This is an optimization exercise on Yosys and OpenROAD, whose aim is small area, a short achievable clock period and few clock cycles, not a production implementation. In this exercise RTL edits were held to simulation tests only and were not proved equivalent to the original. Power is estimated from default activity; no workload was simulated.

### flow/run.sh
#!/bin/bash
# synth_recipe.tcl (not shown) runs the flow's synth.tcl, then flattens the netlist and writes it again
# the make line also repeats each setting of config.mk as NAME=value (left out here)
make -C /OpenROAD-flow-scripts/flow DESIGN_CONFIG=/design/flow/config.mk WORK_HOME=/design/flow/orfs CLKGATE_MAP_FILE= SYNTH_SCRIPT=/design/flow/synth_recipe.tcl finish
### flow/config.mk
export PLATFORM = sky130hd
export DESIGN_NAME = rv_core_top
export DESIGN_NICKNAME = rv_core_top
export VERILOG_FILES = /design/flow/design.v
export SDC_FILE = /design/flow/constraint.sdc
export NUM_CORES = 4
export LEC_CHECK = 0
export CAP_MARGIN = 20
export CORE_MARGIN = 2
export CORE_UTILIZATION = 40
export SLEW_MARGIN = 20
### flow/constraint.sdc
create_clock -name core_clock -period 7.0 [get_ports {clk}]
set_input_delay 1.4000 -clock core_clock [delete_from_list [all_inputs] [get_ports {clk}]]
set_output_delay 1.4000 -clock core_clock [all_outputs]
set_load 0.01 [all_outputs]
### flow/design.v
package rv_pkg;
  typedef struct packed {
    logic                   cyc;
    logic                   stb;
    logic                   we;
    logic [32-1:0]    adr;
    logic [32-1:0]    dat_w;
    logic [32/8-1:0]  sel;
  } wb_req_t;
  typedef struct packed {
    logic                ack;
    logic [32-1:0] dat_r;
  } wb_rsp_t;
  typedef enum logic [2:0] {
    op_add,
    op_addi,
    op_lui,
    op_jalr,
    op_lw,
    op_sw,
    op_nop
  } op_e;
  typedef logic [$clog2(16)-1:0] reg_idx_t;
  typedef struct packed {
    op_e                 op;
    reg_idx_t            rd;
    reg_idx_t            rs1;
    reg_idx_t            rs2;
    logic [32-1:0] imm;
  } dec_t;
endpackage
`timescale 1ns/1ns
module rv_fetch
(
  input  logic                clk,
  input  logic                rst,
  input  logic                retire,
  input  logic [32-1:0] next_pc,
  output rv_pkg::wb_req_t             ibus_req,
  input  rv_pkg::wb_rsp_t             ibus_rsp,
  output logic [31:0]         inst,
  output logic                inst_valid,
  output logic [32-1:0] pc
);
  typedef enum logic [1:0] {
    fetch_idle,
    fetch_req,
    fetch_hold
  } fetch_state_e;
  fetch_state_e state;
  always_ff @(posedge clk) begin
    if (rst) begin
      state <= fetch_idle;
      pc    <= 32'h3000_0000;
    end else begin
      case (state)
        fetch_idle: state <= fetch_req;
        fetch_req: begin
          if (ibus_rsp.ack) state <= fetch_hold;
        end
        fetch_hold: begin
          if (retire) begin
            state <= fetch_req;
            pc    <= next_pc;
          end
        end
        default: state <= fetch_idle;
      endcase
    end
  end
  always_ff @(posedge clk) begin
    if (state == fetch_req && ibus_rsp.ack) inst <= ibus_rsp.dat_r;
  end
  assign inst_valid = (state == fetch_hold);
  assign ibus_req.cyc   = (state == fetch_req);
  assign ibus_req.stb   = (state == fetch_req);
  assign ibus_req.we    = 1'b0;
  assign ibus_req.adr   = pc;
  assign ibus_req.dat_w = '0;
  assign ibus_req.sel   = '1;
endmodule
`timescale 1ns/1ns
module rv_decode
(
  input  logic [31:0] inst,
  output rv_pkg::dec_t        dec
);
  logic [6:0]  opcode;
  logic [2:0]  funct3;
  logic [31:0] imm_i;
  logic [31:0] imm_s;
  logic [31:0] imm_u;
  assign opcode = inst[6:0];
  assign funct3 = inst[14:12];
  assign imm_i = {{20{inst[31]}}, inst[31:20]};
  assign imm_s = {{20{inst[31]}}, inst[31:25], inst[11:7]};
  assign imm_u = {inst[31:12], 12'h000};
  always_comb begin
    dec.rd  = inst[10:7];
    dec.rs1 = inst[18:15];
    dec.rs2 = inst[23:20];
    case (opcode)
      7'b0110011:    dec.op = (funct3 == 3'd0) ? rv_pkg::op_add : rv_pkg::op_nop;
      7'b0010011: dec.op = (funct3 == 3'd0) ? rv_pkg::op_addi : rv_pkg::op_nop;
      7'b0110111:   dec.op = rv_pkg::op_lui;
      7'b1100111:  dec.op = rv_pkg::op_jalr;
      7'b0000011:  dec.op = (funct3 == 3'd2) ? rv_pkg::op_lw : rv_pkg::op_nop;
      7'b0100011: dec.op = (funct3 == 3'd2) ? rv_pkg::op_sw : rv_pkg::op_nop;
      default:       dec.op = rv_pkg::op_nop;
    endcase
    case (dec.op)
      rv_pkg::op_addi,
      rv_pkg::op_lw,
      rv_pkg::op_jalr: dec.imm = imm_i;
      rv_pkg::op_sw:   dec.imm = imm_s;
      rv_pkg::op_lui:  dec.imm = imm_u;
      default: dec.imm = '0;
    endcase
  end
endmodule
`timescale 1ns/1ns
module rv_regfile
(
  input  logic                clk,
  input  rv_pkg::reg_idx_t            rs1,
  input  rv_pkg::reg_idx_t            rs2,
  output logic [32-1:0] rs1_data,
  output logic [32-1:0] rs2_data,
  input  logic                we,
  input  rv_pkg::reg_idx_t            rd,
  input  logic [32-1:0] wdata
);
  logic [32-1:0] regs [16];
  always_ff @(posedge clk) begin
    if (we) regs[rd] <= wdata;
  end
  assign rs1_data = (rs1 == '0) ? '0 : regs[rs1];
  assign rs2_data = (rs2 == '0) ? '0 : regs[rs2];
endmodule
`timescale 1ns/1ns
module rv_execute
(
  input  rv_pkg::dec_t                dec,
  input  logic [32-1:0] pc,
  input  logic [32-1:0] rs1_data,
  input  logic [32-1:0] rs2_data,
  input  logic [32-1:0] load_data,
  input  logic                retire,
  output logic [32-1:0] mem_addr,
  output logic [32-1:0] next_pc,
  output logic                rd_we,
  output logic [32-1:0] rd_wdata
);
  logic [32-1:0] op_a;
  logic [32-1:0] op_b;
  logic [32-1:0] sum;
  logic [32-1:0] pc_plus4;
  always_comb begin
    op_a = rs1_data;
    op_b = dec.imm;
    if (dec.op == rv_pkg::op_add) op_b = rs2_data;
    if (dec.op == rv_pkg::op_lui) op_a = '0;
  end
  assign sum      = op_a + op_b;
  assign pc_plus4 = pc + 32'd4;
  assign mem_addr = sum;
  assign next_pc = (dec.op == rv_pkg::op_jalr) ? {sum[32-1:1], 1'b0} : pc_plus4;
  assign rd_we = retire && (dec.op != rv_pkg::op_sw) && (dec.op != rv_pkg::op_nop);
  always_comb begin
    case (dec.op)
      rv_pkg::op_jalr: rd_wdata = pc_plus4;
      rv_pkg::op_lw:   rd_wdata = load_data;
      default: rd_wdata = sum;
    endcase
  end
endmodule
`timescale 1ns/1ns
module rv_lsu
(
  input  logic                clk,
  input  logic                rst,
  input  logic                inst_valid,
  input  rv_pkg::op_e                 op,
  input  logic [32-1:0] mem_addr,
  input  logic [32-1:0] store_data,
  output rv_pkg::wb_req_t             dbus_req,
  input  rv_pkg::wb_rsp_t             dbus_rsp,
  output logic [32-1:0] load_data,
  output logic                retire
);
  typedef enum logic [1:0] {
    lsu_idle,
    lsu_bus,
    lsu_done
  } lsu_state_e;
  lsu_state_e          state;
  logic                is_mem;
  logic                start;
  logic                we_q;
  logic [32-1:0] adr_q;
  logic [32-1:0] dat_w_q;
  assign is_mem = (op == rv_pkg::op_lw) || (op == rv_pkg::op_sw);
  assign start  = (state == lsu_idle) && inst_valid;
  always_ff @(posedge clk) begin
    if (rst) begin
      state <= lsu_idle;
    end else begin
      case (state)
        lsu_idle: begin
          if (inst_valid) state <= is_mem ? lsu_bus : lsu_done;
        end
        lsu_bus: begin
          if (dbus_rsp.ack) state <= lsu_done;
        end
        lsu_done: state <= lsu_idle;
        default:  state <= lsu_idle;
      endcase
    end
  end
  always_ff @(posedge clk) begin
    if (start && is_mem) begin
      adr_q   <= {mem_addr[32-1:2], 2'b00};
      we_q    <= (op == rv_pkg::op_sw);
      dat_w_q <= store_data;
    end
    if (state == lsu_bus && dbus_rsp.ack) load_data <= dbus_rsp.dat_r;
  end
  assign retire = (state == lsu_done);
  assign dbus_req.cyc   = (state == lsu_bus);
  assign dbus_req.stb   = (state == lsu_bus);
  assign dbus_req.we    = we_q;
  assign dbus_req.adr   = adr_q;
  assign dbus_req.dat_w = dat_w_q;
  assign dbus_req.sel   = '1;
endmodule
`timescale 1ns/1ns
module rv_core
(
  input  logic    clk,
  input  logic    rst,
  output rv_pkg::wb_req_t ibus_req,
  input  rv_pkg::wb_rsp_t ibus_rsp,
  output rv_pkg::wb_req_t dbus_req,
  input  rv_pkg::wb_rsp_t dbus_rsp
);
  logic [31:0]         inst;
  logic                inst_valid;
  logic [32-1:0] pc;
  logic [32-1:0] next_pc;
  logic                retire;
  rv_pkg::dec_t                dec;
  logic [32-1:0] rs1_data;
  logic [32-1:0] rs2_data;
  logic [32-1:0] mem_addr;
  logic                rd_we;
  logic [32-1:0] rd_wdata;
  logic [32-1:0] load_data;
  rv_fetch fetch0 (
    .clk, .rst, .retire, .next_pc, .ibus_req, .ibus_rsp,
    .inst, .inst_valid, .pc
  );
  rv_decode decode0 (
    .inst,
    .dec
  );
  rv_regfile regfile0 (
    .clk,
    .rs1      (dec.rs1),
    .rs2      (dec.rs2),
    .rs1_data,
    .rs2_data,
    .we       (rd_we),
    .rd       (dec.rd),
    .wdata    (rd_wdata)
  );
  rv_execute execute0 (
    .dec, .pc, .rs1_data, .rs2_data, .load_data, .retire,
    .mem_addr, .next_pc, .rd_we, .rd_wdata
  );
  rv_lsu lsu0 (
    .clk, .rst, .inst_valid,
    .op         (dec.op),
    .mem_addr,
    .store_data (rs2_data),
    .dbus_req, .dbus_rsp, .load_data, .retire
  );
endmodule
`timescale 1ns/1ns
module rv_core_top
(
  input  logic                clk,
  input  logic                rst,
  output logic                ibus_cyc,
  output logic                ibus_stb,
  output logic [32-1:0] ibus_adr,
  input  logic                ibus_ack,
  input  logic [32-1:0] ibus_dat_r,
  output logic                dbus_cyc,
  output logic                dbus_stb,
  output logic                dbus_we,
  output logic [32-1:0] dbus_adr,
  output logic [32-1:0] dbus_dat_w,
  input  logic                dbus_ack,
  input  logic [32-1:0] dbus_dat_r
);
  rv_pkg::wb_req_t ibus_req;
  rv_pkg::wb_rsp_t ibus_rsp;
  rv_pkg::wb_req_t dbus_req;
  rv_pkg::wb_rsp_t dbus_rsp;
  rv_core core0 (.clk, .rst, .ibus_req, .ibus_rsp, .dbus_req, .dbus_rsp);
  assign ibus_rsp.ack   = ibus_ack;
  assign ibus_rsp.dat_r = ibus_dat_r;
  assign dbus_rsp.ack   = dbus_ack;
  assign dbus_rsp.dat_r = dbus_dat_r;
  assign ibus_cyc   = ibus_req.cyc;
  assign ibus_stb   = ibus_req.stb;
  assign ibus_adr   = ibus_req.adr;
  assign dbus_cyc   = dbus_req.cyc;
  assign dbus_stb   = dbus_req.stb;
  assign dbus_we    = dbus_req.we;
  assign dbus_adr   = dbus_req.adr;
  assign dbus_dat_w = dbus_req.dat_w;
endmodule
==> results.txt <==
The flow ran to the end and the layout has no timing, DRC or antenna violations. The run gives 0.4771 as the share of the core filled with cells. The global placement routability congestion was 0.8695. Power spread over the standard cell area amounts to 258.7 nW/µm².

For the worst-skew pair, the clock arrives at the later sink with an insertion delay of 620 ps. A synthesized cell averages 17.42 µm². The number of antenna violations at the first check in global routing is 10. The hold path endpoint was core0.fetch0.pc[20]$_SDFFE_PP0P_.

The routed wire length per instance works out to 31.42 µm. The critical path in this run is classified as reg2reg. The run gives 0 as the post-cts hold buffer count. The via count of the first global-routing pass was 19728.

The total area inside the core boundary comes to 80290 µm². The clock period minus worst slack is 5963 ps. The tools report the count of yosys warnings during synthesis as 5.

In this run the remaining antenna-violating nets after routing total 0. Setup violations remaining at the end of the flow were counted as 0. VDD sags by at most 164.0 µV. The synthesized netlist contains 65 unique library cells.

The CTS sink count was 682. The effective utilization at floorplan was 0.4034; the largest fanout on the critical path was 37. The tree is rooted in a sky130_fd_sc_hd__clkbuf_16.

Synthesis handed over a netlist of 1859 instances. The number of max-slew violations in the final report was 0; the share of post-route cells with drive strength above 1 was 0.2655. The tools report the half-perimeter wire length after placement as 64.69 mm.

The number of rows created at floorplan is 104, and the total vias in the final route is 20038. In this run the post-CTS setup repair buffer count came out at 0. The number of instances in the placed design was 3038.

For this block, the initial DRC count from the detailed router was 2689. In this run the critical register-to-register path is captured at core0.regfile0.regs[0][31]$_DFFE_PP_. The buffer levels on the longest clock path was 3; the maximum frequency from static timing analysis was 167.7 MHz. The logs give 3170 for the filler-free cell count of the finished design and 3 for the number of H-tree levels. The path class of the tightest hold or removal check is reg2reg. The first TritonRoute pass finished after 5 iterations.

sky130_fd_sc_hd__edfxtp_1 takes more of the synthesized area than any other cell. The sequential element share of the synthesized area was 0.6190; the critical path data arrival time was 6240 ps. The worst hold path cell count is 2. The worst hold path begins at core0.fetch0.pc[20]$_SDFFE_PP0P_.

In the synthesized netlist the dominant register cell turns out to be sky130_fd_sc_hd__edfxtp_1. The total I/O pin count was 169; the register-to-register path setup slack was 1040 ps. The post-route total power is 0.009909 W. Mean number of vias per cell: 6.321. For the worst flop-to-flop path, the logic depth is 14. The number of remaining DRC errors is 0, and the setup clock skew after layout is 27.86 ps. Synthesis inferred 682 register bits. The number of failing hold endpoints at the final stage is 0. In the post-synthesis netlist, the biggest area contributors are sky130_fd_sc_hd__edfxtp_1 (59%), sky130_fd_sc_hd__mux4_2 (22%), sky130_fd_sc_hd__dfxtp_1 (2.7%).

The tools report the overall die area as 83260 µm². The tools report the global-route usage over all layers as 0.2390. The sort of element at the end of the critical path is a register. The routed design has 99.60 mm of wire. Measured along the x axis, the die boundary spans 288.6 µm. The post-synthesis to final-layout area growth was 18.27%. The number of clock buffers inserted by TritonCTS is 72, and the slew at the pin with the worst max-slew slack is 1128 ps. Yosys mapped a number of flops with a built-in enable equal to 639. The final layout net count was 2153; the async set-or-reset flop fraction in the synthesized netlist was 0. Entering global routing, the biggest net connects 51 pins. The finished cells cover 38300 µm². The tools report the launching element type of the critical path as a register.

TritonCTS built the clock tree. Setup repair after global routing left no endpoint under its margin. The final cycle utilization of the critical path was 0.8519; the clock input transition at the sequential cells of the worst setup and hold paths was 70 ps. The area share of the leading cell type in the synthesized netlist was 0.5925; the number of violations of the max-capacitance limit was 0. The run gives 141.5 mm as the first-pass GRT wire length. In this run the cell area of the synthesized design comes to 32390 µm². The tools report the worst max-slew margin expressed relative to the limit as 0.2481. The count of buffers added on input and output ports is 165. Data on the critical path is required at its endpoint by 7280 ps. Once the clock tree was built, the resizer swapped 0 gates to a different size.

The analysis attributes to cell leakage a power of 12.25 nW. After detailed placement, the total cell area comes to 35760 µm². After routing, the total negative slack on setup checks comes to 0 ps.

From bottom edge to top edge, the die measures 288.6 µm. After global routing the overflow that remains totals 0.
[how the worst max path moves through the flow]
stage / start / endpoint / slack, ps / depth (start not counted)
6_report: register / core0.regfile0.regs[0][31]$_DFFE_PP_ / 1040 / 14
4_1_cts: register / core0.regfile0.regs[7][30]$_DFFE_PP_ / 870 / 15
3_3_place_gp: register / core0.regfile0.regs[2][31]$_DFFE_PP_ / 1090 / 14
5_1_grt: register / core0.regfile0.regs[12][27]$_DFFE_PP_ / 660 / 15
2_1_floorplan: register / core0.regfile0.regs[0][31]$_DFFE_PP_ / 1700 / 17
3_5_place_dp: register / core0.regfile0.regs[14][30]$_DFFE_PP_ / 890 / 15
[state kept, by name, summed over array words and instances (netlist names), named ones only]
| register | count |
|---|---|
| core0.regfile0.regs | 512 |
| core0.fetch0.pc | 31 |
| core0.fetch0.state | 2 |
| core0.lsu0.we_q | 1 |
| core0.fetch0.inst | 32 |
| core0.lsu0.adr_q | 30 |
| core0.lsu0.dat_w_q | 32 |
| core0.lsu0.load_data | 32 |
| core0.lsu0.state | 2 |
[placed cells by master, fill, tap and decap left out, drive strengths merged, types with 43 or more instances in the layout]
cell type | synthesis | final
a221o | 43 | 43
a21oi | 60 | 60
buf | 42 | 79
mux4 | 316 | 316
clkdlybuf4s50 | 0 | 165
o21ai | 47 | 47
nand2 | 76 | 76
dfxtp | 43 | 43
nor2b | 70 | 70
edfxtp | 639 | 639
clkbuf | 85 | 81
nor2 | 89 | 89
[worst max-delay path: stages (launching register included)]
cell	delay [ps]
sky130_fd_sc_hd__dfxtp_4	610
sky130_fd_sc_hd__buf_12	340
sky130_fd_sc_hd__buf_12	340
sky130_fd_sc_hd__mux4_2	530
sky130_fd_sc_hd__mux4_2	450
sky130_fd_sc_hd__nor2b_1	160
sky130_fd_sc_hd__a221o_1	380
sky130_fd_sc_hd__ha_1	480
sky130_fd_sc_hd__nand4_1	190
sky130_fd_sc_hd__o311ai_2	600
sky130_fd_sc_hd__nand3_1	200
sky130_fd_sc_hd__and3_1	200
sky130_fd_sc_hd__or3_1	360
sky130_fd_sc_hd__and2_1	160
sky130_fd_sc_hd__a221o_1	550
[cells by family (layout without fill, tap and decap cells)]
group	Yosys count	count (layout)	synth area share
adders and majority gates	33	33	0.01298
and+or+nand+nor	358	358	0.05509
buffers and inverters	150	398	0.01850
AOI/OAI and AO/OA	249	249	0.05474
other	1	4	0.0001158
muxes	330	330	0.2244
xor gates and xnor gates	56	56	0.01514
DFF	682	682	0.6190
[cells in the mapped netlist, drive strengths merged (14+ instances only)]
| cell type | count |
|---|---|
| nand3 | 27 |
| nor3 | 21 |
| dfxtp | 43 |
| mux4 | 316 |
| nor2 | 89 |
| inv | 23 |
| a22oi | 20 |
| buf | 42 |
| nor4 | 14 |
| xor2 | 30 |
| nor2b | 70 |
| ha | 32 |
| xnor2 | 26 |
| clkbuf | 85 |
| o21ai | 47 |
| a21oi | 60 |
| a221o | 43 |
| edfxtp | 639 |
| nand2 | 76 |
[final cells by class]
class	instances	area, µm²
well taps	1060	1326
diodes	1	2.502
clock buffers	81	1887
multi-input cells	1029	11910
inverters	23	86.33
repair buffers	244	2372
fillers	6585	41980
flip-flops and latches	682	20070
clock inverters	50	653.1
[per-layer routing]
layer	part of all wire	GRT usage
met5	0.00075	0
met2	0.47	0.3752
met4	0.026	0.06788
met1	0.40	0.3393
met3	0.11	0.04945
[report_power, final]
group,internal (W),switching [W]
Combinational,0.000471,0.000616
Clock,0.00247,0.00166
Sequential,0.00462,0.0000689
Total,0.00757,0.00234
[metrics by stage]
| step | setup slack, ps | hold WS (ps) |
|---|---|---|
| final | 1037 | 533.1 |
| after global routing | 663.4 | 567.4 |
| after CTS | 865.5 | 532.4 |
| after detailed placement | 890.8 | 521.0 |
| after global placement | 1094 | 507.6 |
| after floorplan | 1701 | 486.6 |
Testbench counts, summed over its fixed seeds: cycles 92,734.

[separate check: timing with driven ports]
In the flow no input, the clock included, has a driving cell. The finished layout below was timed again as built, in two steps. Step 1: set_driving_cell puts a clkbuf_16 on clk and a buf_2 on each other input, an assumption about the parent block. Step 2 times the ports against the registers' clock, not the clock port: input delays grow and output delays shrink by t, the midpoint of the rising clock arrivals with the driver on. Three values: ideal, step 1, step 2; two values: the first two.
t, ns: 0.675
setup slack, ns: 1.037 / 1.037 / 1.037
worst setup path at the end: register to register
pins driven straight from the clock port: 1
After both steps this run still meets setup and hold. The setup slack of this run moves by 0.000 ns with the drivers and by 0.000 ns with both steps.
